Background: an optimization exercise with open tools, aiming at small area, a short achievable clock period and few clock cycles per item. Do not read the settings as production practice. Only simulation tests tie the RTL to the original design; equivalence was not proved. Power and IR drop assume default switching activity.

==> inputs of run a <==
Design gray_quantizer_with_dither, start of the top module:
module gray_quantizer_with_dither
(
  input  wire logic              clk,
  input  wire logic              rst_n,
  input  wire logic              in_valid,
  output logic                   in_ready,
  input  wire logic [23:0]       in_data,
  output logic                   out_valid,
  input  wire logic              out_ready,
  output logic [8:0]             out_data,
  input  wire logic              psel,
  input  wire logic              penable,
  input  wire logic              pwrite,
  input  wire logic [gqd_pkg::ADDR_W-1:0] paddr,
  input  wire logic [gqd_pkg::DATA_W-1:0] pwdata,
  output logic [gqd_pkg::DATA_W-1:0]      prdata,
  output logic                   pready
);
==> module gqd_pipe, before the edit <==
module gqd_pipe
(
  input  wire logic        clk,
  input  wire logic        rst_n,
  input  wire logic [7:0]  n_lo_i,      
  input  wire logic [2:0]  shift_i,     
  input  wire logic [6:0]  mul_i,
  input  wire logic        big_i,
  input  wire logic        pow2_i,
  input  wire logic        dither_i,
  input  wire logic [12:0] width_i,
  input  wire logic [12:0] height_i,
  input  wire logic        in_valid,
  output logic             in_ready,
  input  wire logic [23:0] in_data,
  output logic             out_valid,
  input  wire logic        out_ready,
  output logic [8:0]       out_data
);
  localparam int PW = gqd_pkg::POS_W;
  logic en, accept;
  logic out_valid_r;
  assign en       = !out_valid_r || out_ready;
  assign in_ready = en;
  assign accept   = in_valid && en;
  logic [PW-1:0] col_r, row_r;
  logic [PW:0]   col_p1, row_p1;
  logic          row_end, plane_end, pos;
  always_comb begin
    col_p1    = {1'b0, col_r} + 1'b1;
    row_p1    = {1'b0, row_r} + 1'b1;
    row_end   = col_p1[PW] || (col_p1 >= width_i);
    plane_end = row_end && (row_p1[PW] || (row_p1 >= height_i));
    pos       = !(col_r[0] ^ row_r[0]);
  end
  always_ff @(posedge clk) begin
    if (!rst_n) begin
      col_r <= '0;
      row_r <= '0;
    end else if (accept) begin
      col_r <= row_end ? '0 : col_p1[PW-1:0];
      if (row_end) begin
        row_r <= plane_end ? '0 : row_p1[PW-1:0];
      end
    end
  end
  logic       s1_v, s1_pe, s1_up, s1_inc;
  logic [7:0] s1_p;
  logic [6:0] s1_fh;
  always_ff @(posedge clk) begin
    if (!rst_n) begin
      s1_v <= 1'b0;
    end else if (en) begin
      s1_v <= accept;
    end
    if (en) begin
      s1_pe   <= plane_end;
      s1_p    <= in_data[23:16];
      s1_fh   <= dither_i ? in_data[15:9] : 7'd0;
      s1_up   <= dither_i && pos;
      s1_inc  <= dither_i && (pos ? (in_data[15:0] != 16'd0) :
                                    (in_data[15:0] == 16'hFFFF && pow2_i));
    end
  end
  logic [7:0] p1;
  gqd_div u_div1 (
    .a    ({1'b0, s1_fh}),
    .mf   (mul_i),
    .prod (p1)
  );
  logic       s2_v, s2_pe, s2_up, s2_inc;
  logic [7:0] s2_p;
  logic [7:0] s2_prod;
  always_ff @(posedge clk) begin
    if (!rst_n) begin
      s2_v <= 1'b0;
    end else if (en) begin
      s2_v <= s1_v;
    end
    if (en) begin
      s2_pe   <= s1_pe;
      s2_p    <= s1_p;
      s2_up   <= s1_up;
      s2_inc  <= s1_inc;
      s2_prod <= big_i ? 8'd0 : p1;
    end
  end
  logic [6:0] q1;
  logic [8:0] vsum;
  logic [7:0] v;
  always_comb begin
    q1   = 7'(s2_prod >> shift_i);
    vsum = {1'b0, s2_p} + ({2'b00, q1} ^ {9{!s2_up}}) + {8'd0, s2_up ? s2_inc : !s2_inc};
    v    = vsum[8] ? {8{s2_up}} : vsum[7:0];
  end
  logic       s3_v, s3_pe;
  logic [7:0] s3_vp;
  always_ff @(posedge clk) begin
    if (!rst_n) begin
      s3_v <= 1'b0;
    end else if (en) begin
      s3_v <= s2_v;
    end
    if (en) begin
      s3_pe <= s2_pe;
      s3_vp <= v;
    end
  end
  logic [7:0] x, y;
  logic       sgn;
  gqd_mulr u_mulr (
    .v (s3_vp),
    .n (n_lo_i),
    .x (x)
  );
  always_comb begin
    sgn = x[7] && (x[6:0] != 7'd0);
    y   = x ^ {8{sgn}};
  end
  logic       s4_v, s4_pe, s4_sgn;
  logic [7:0] s4_vp, s4_y;
  always_ff @(posedge clk) begin
    if (!rst_n) begin
      s4_v <= 1'b0;
    end else if (en) begin
      s4_v <= s3_v;
    end
    if (en) begin
      s4_pe  <= s3_pe;
      s4_vp  <= s3_vp;
      s4_y   <= y;
      s4_sgn <= sgn;
    end
  end
  logic [7:0] p2;
  gqd_div u_div2 (
    .a    (s4_y),
    .mf   (mul_i),
    .prod (p2)
  );
  logic       s5_v, s5_pe, s5_sgn;
  logic [7:0] s5_vp;
  logic [7:0] s5_prod;
  always_ff @(posedge clk) begin
    if (!rst_n) begin
      s5_v <= 1'b0;
    end else if (en) begin
      s5_v <= s4_v;
    end
    if (en) begin
      s5_pe   <= s4_pe;
      s5_vp   <= s4_vp;
      s5_sgn  <= s4_sgn;
      s5_prod <= big_i ? 8'd0 : p2;
    end
  end
  logic [7:0] q2;
  logic [8:0] osum;
  logic [7:0] opix;
  always_comb begin
    q2   = 8'(s5_prod >> shift_i);
    osum = {1'b0, s5_vp} + ({1'b0, q2} ^ {9{s5_sgn}});
    opix = osum[8] ? 8'hFF : osum[7:0];
  end
  logic [8:0] out_data_r;
  always_ff @(posedge clk) begin
    if (!rst_n) begin
      out_valid_r <= 1'b0;
    end else if (en) begin
      out_valid_r <= s5_v;
    end
    if (en) begin
      out_data_r <= {opix, s5_pe};
    end
  end
  assign out_valid = out_valid_r;
  assign out_data  = out_data_r;
endmodule
clock: 8.0 ns
lec_check: 0
abc_area: 1
cap_margin: 20
core_margin: 2
core_utilization: 45
cts_buf_list: sky130_fd_sc_hd__clkbuf_4 sky130_fd_sc_hd__clkbuf_8
cts_cluster_size: 40
setup_slack_margin: 3.8
slew_margin: 20
run.sh (not shown) runs the stock make flow with config.mk's settings and CLKGATE_MAP_FILE= SYNTH_SCRIPT=/design/flow/synth_recipe.tcl, a recipe that flattens the netlist after the stock synthesis.
==> run b: changes against run a <==
--- a/flow/design.v
+++ b/flow/design.v
@@ -394,4 +394,4 @@
   logic en, accept;
-  logic out_valid_r;
-  assign en       = !out_valid_r || out_ready;
+  logic sk_valid_r;
+  assign en       = !sk_valid_r;
   assign in_ready = en;
@@ -537,3 +537,4 @@
   end
-  logic [8:0] out_data_r;
+  logic       out_valid_r;
+  logic [8:0] out_data_r, sk_data_r;
   always_ff @(posedge clk) begin
@@ -541,7 +542,20 @@
       out_valid_r <= 1'b0;
+      sk_valid_r  <= 1'b0;
     end else if (en) begin
-      out_valid_r <= s5_v;
+      if (!out_valid_r || out_ready) begin
+        out_valid_r <= s5_v;
+      end else begin
+        sk_valid_r  <= s5_v;
+      end
+    end else if (out_ready) begin
+      sk_valid_r  <= 1'b0;
     end
     if (en) begin
-      out_data_r <= {opix, s5_pe};
+      if (!out_valid_r || out_ready) begin
+        out_data_r <= {opix, s5_pe};
+      end else begin
+        sk_data_r  <= {opix, s5_pe};
+      end
+    end else if (out_ready) begin
+      out_data_r <= sk_data_r;
     end
==> flow/flow/run.sh (new file) <==
#!/bin/bash
# The standard layout (the standard.sh: ORFS synthesis to final layout), with the
# ports buffered by buf_1 cells instead of the resizer's default choice.
export BUFFER_PORTS_ARGS="-buffer_cell sky130_fd_sc_hd__buf_1"
export RECOVER_POWER=100
bash standard.sh > standard_flow.log 2>&1
==> flow/standard.sh (new file) <==
#!/bin/bash
# synth_recipe.tcl (not shown) runs the flow's synth.tcl, then flattens the netlist and writes it again
# the make line also repeats each setting of config.mk as NAME=value (left out here)
make -C /OpenROAD-flow-scripts/flow DESIGN_CONFIG=/design/flow/config.mk WORK_HOME=/design/flow/orfs CLKGATE_MAP_FILE= SYNTH_SCRIPT=/design/flow/synth_recipe.tcl "${@:-finish}"
removed: flow/run.sh
==> run c: changes against run a <==
==> flow/flow/run.sh (new file) <==
#!/bin/bash
# The standard layout (the standard.sh: ORFS synthesis to final layout), with the
# ports buffered by buf_1 cells instead of the resizer's default choice.
export BUFFER_PORTS_ARGS="-buffer_cell sky130_fd_sc_hd__buf_1"
bash standard.sh > standard_flow.log 2>&1
==> flow/standard.sh (new file) <==
#!/bin/bash
# synth_recipe.tcl (not shown) runs the flow's synth.tcl, then flattens the netlist and writes it again
# the make line also repeats each setting of config.mk as NAME=value (left out here)
make -C /OpenROAD-flow-scripts/flow DESIGN_CONFIG=/design/flow/config.mk WORK_HOME=/design/flow/orfs CLKGATE_MAP_FILE= SYNTH_SCRIPT=/design/flow/synth_recipe.tcl "${@:-finish}"
--- a/flow/config.mk
+++ b/flow/config.mk
@@ -13,2 +13,3 @@
 export CTS_CLUSTER_SIZE = 40
+export GPL_TIMING_DRIVEN = 0
 export SETUP_SLACK_MARGIN = 3.8
removed: flow/run.sh
==> run d: changes against run a <==
--- a/flow/design.v
+++ b/flow/design.v
@@ -394,4 +394,4 @@
   logic en, accept;
-  logic out_valid_r;
-  assign en       = !out_valid_r || out_ready;
+  logic sk_valid_r;
+  assign en       = !sk_valid_r;
   assign in_ready = en;
@@ -537,3 +537,4 @@
   end
-  logic [8:0] out_data_r;
+  logic       out_valid_r;
+  logic [8:0] out_data_r, sk_data_r;
   always_ff @(posedge clk) begin
@@ -541,7 +542,20 @@
       out_valid_r <= 1'b0;
+      sk_valid_r  <= 1'b0;
     end else if (en) begin
-      out_valid_r <= s5_v;
+      if (!out_valid_r || out_ready) begin
+        out_valid_r <= s5_v;
+      end else begin
+        sk_valid_r  <= s5_v;
+      end
+    end else if (out_ready) begin
+      sk_valid_r  <= 1'b0;
     end
     if (en) begin
-      out_data_r <= {opix, s5_pe};
+      if (!out_valid_r || out_ready) begin
+        out_data_r <= {opix, s5_pe};
+      end else begin
+        sk_data_r  <= {opix, s5_pe};
+      end
+    end else if (out_ready) begin
+      out_data_r <= sk_data_r;
     end
==> flow/flow/run.sh (new file) <==
#!/bin/bash
# The standard layout (the standard.sh: ORFS synthesis to final layout), with the
# ports buffered by buf_2 cells instead of the resizer's default choice.
export BUFFER_PORTS_ARGS="-buffer_cell sky130_fd_sc_hd__buf_2"
bash standard.sh > standard_flow.log 2>&1
==> flow/standard.sh (new file) <==
#!/bin/bash
# synth_recipe.tcl (not shown) runs the flow's synth.tcl, then flattens the netlist and writes it again
# the make line also repeats each setting of config.mk as NAME=value (left out here)
make -C /OpenROAD-flow-scripts/flow DESIGN_CONFIG=/design/flow/config.mk WORK_HOME=/design/flow/orfs CLKGATE_MAP_FILE= SYNTH_SCRIPT=/design/flow/synth_recipe.tcl "${@:-finish}"
removed: flow/run.sh
==> comparison <==
The highest first-iteration DRC count belongs to run c, the lowest to run a. In clock-buffer cell count, run b and run a do not differ. Between run b and run a, the lower final cell count is in run a (gap 1.9%, measured against run a). Via count: run b > run c > run d > run a. Core utilization, highest first: run c, run a, run d, run b. Non-clock buffer count, highest first: run c, run a, run b, run d. Against run c, the synthesized cell count of run b is higher by about 3%. Run a finished with timing, DRC and antenna clean. Run c went through all stages and came out clean. Run b finished with capacitance limit, slew limit left. Run d produced a clean layout. Clock power is about the same in run c and run b. In run c the worst hold slack is worse than in run d, by 8.5 ps. Of run c and run b, run b has the higher sequential power (gap about 10%, measured against run b).
Testbench counts of run a, summed over its fixed seeds: cycles 131,552, pixels 131,072.
Testbench counts of run b, summed over its fixed seeds: cycles 131,552, pixels 131,072.
Testbench counts of run c, summed over its fixed seeds: cycles 131,552, pixels 131,072.
Testbench counts of run d, summed over its fixed seeds: cycles 131,552, pixels 131,072.

==> afterwards: timing with drivers on the ports <==
No port has a modelled driver above. Below, the same layouts with a new extraction and two added sets of constraints. Step 1 assumes that a clkbuf_16 drives the clock port and a buf_2 every other input. Step 2 also shifts input and output timing later by t, the mid clock arrival at the registers, as if the neighbouring blocks saw the same clock. Slacks: no drivers / after step 1 / after step 2; pairs: no drivers / after step 1.
run | shift t [ns] | slack for setup (ns) | worst hold slack (ns)
run a | 0.515 | 3.844 / 3.817 / 3.817 | 0.421 / 0.421 / 0.421
run b | 0.526 | 2.510 / 2.510 / 2.510 | 0.417 / 0.417 / 0.417
run c | 0.538 | 3.820 / 3.789 / 3.789 | 0.409 / 0.409 / 0.409
run d | 0.512 | 3.855 / 3.797 / 3.797 | 0.417 / 0.417 / 0.417
For run d, which loses most, drivers alone change the setup slack by -0.058 ns; drivers and shift together by -0.058 ns.
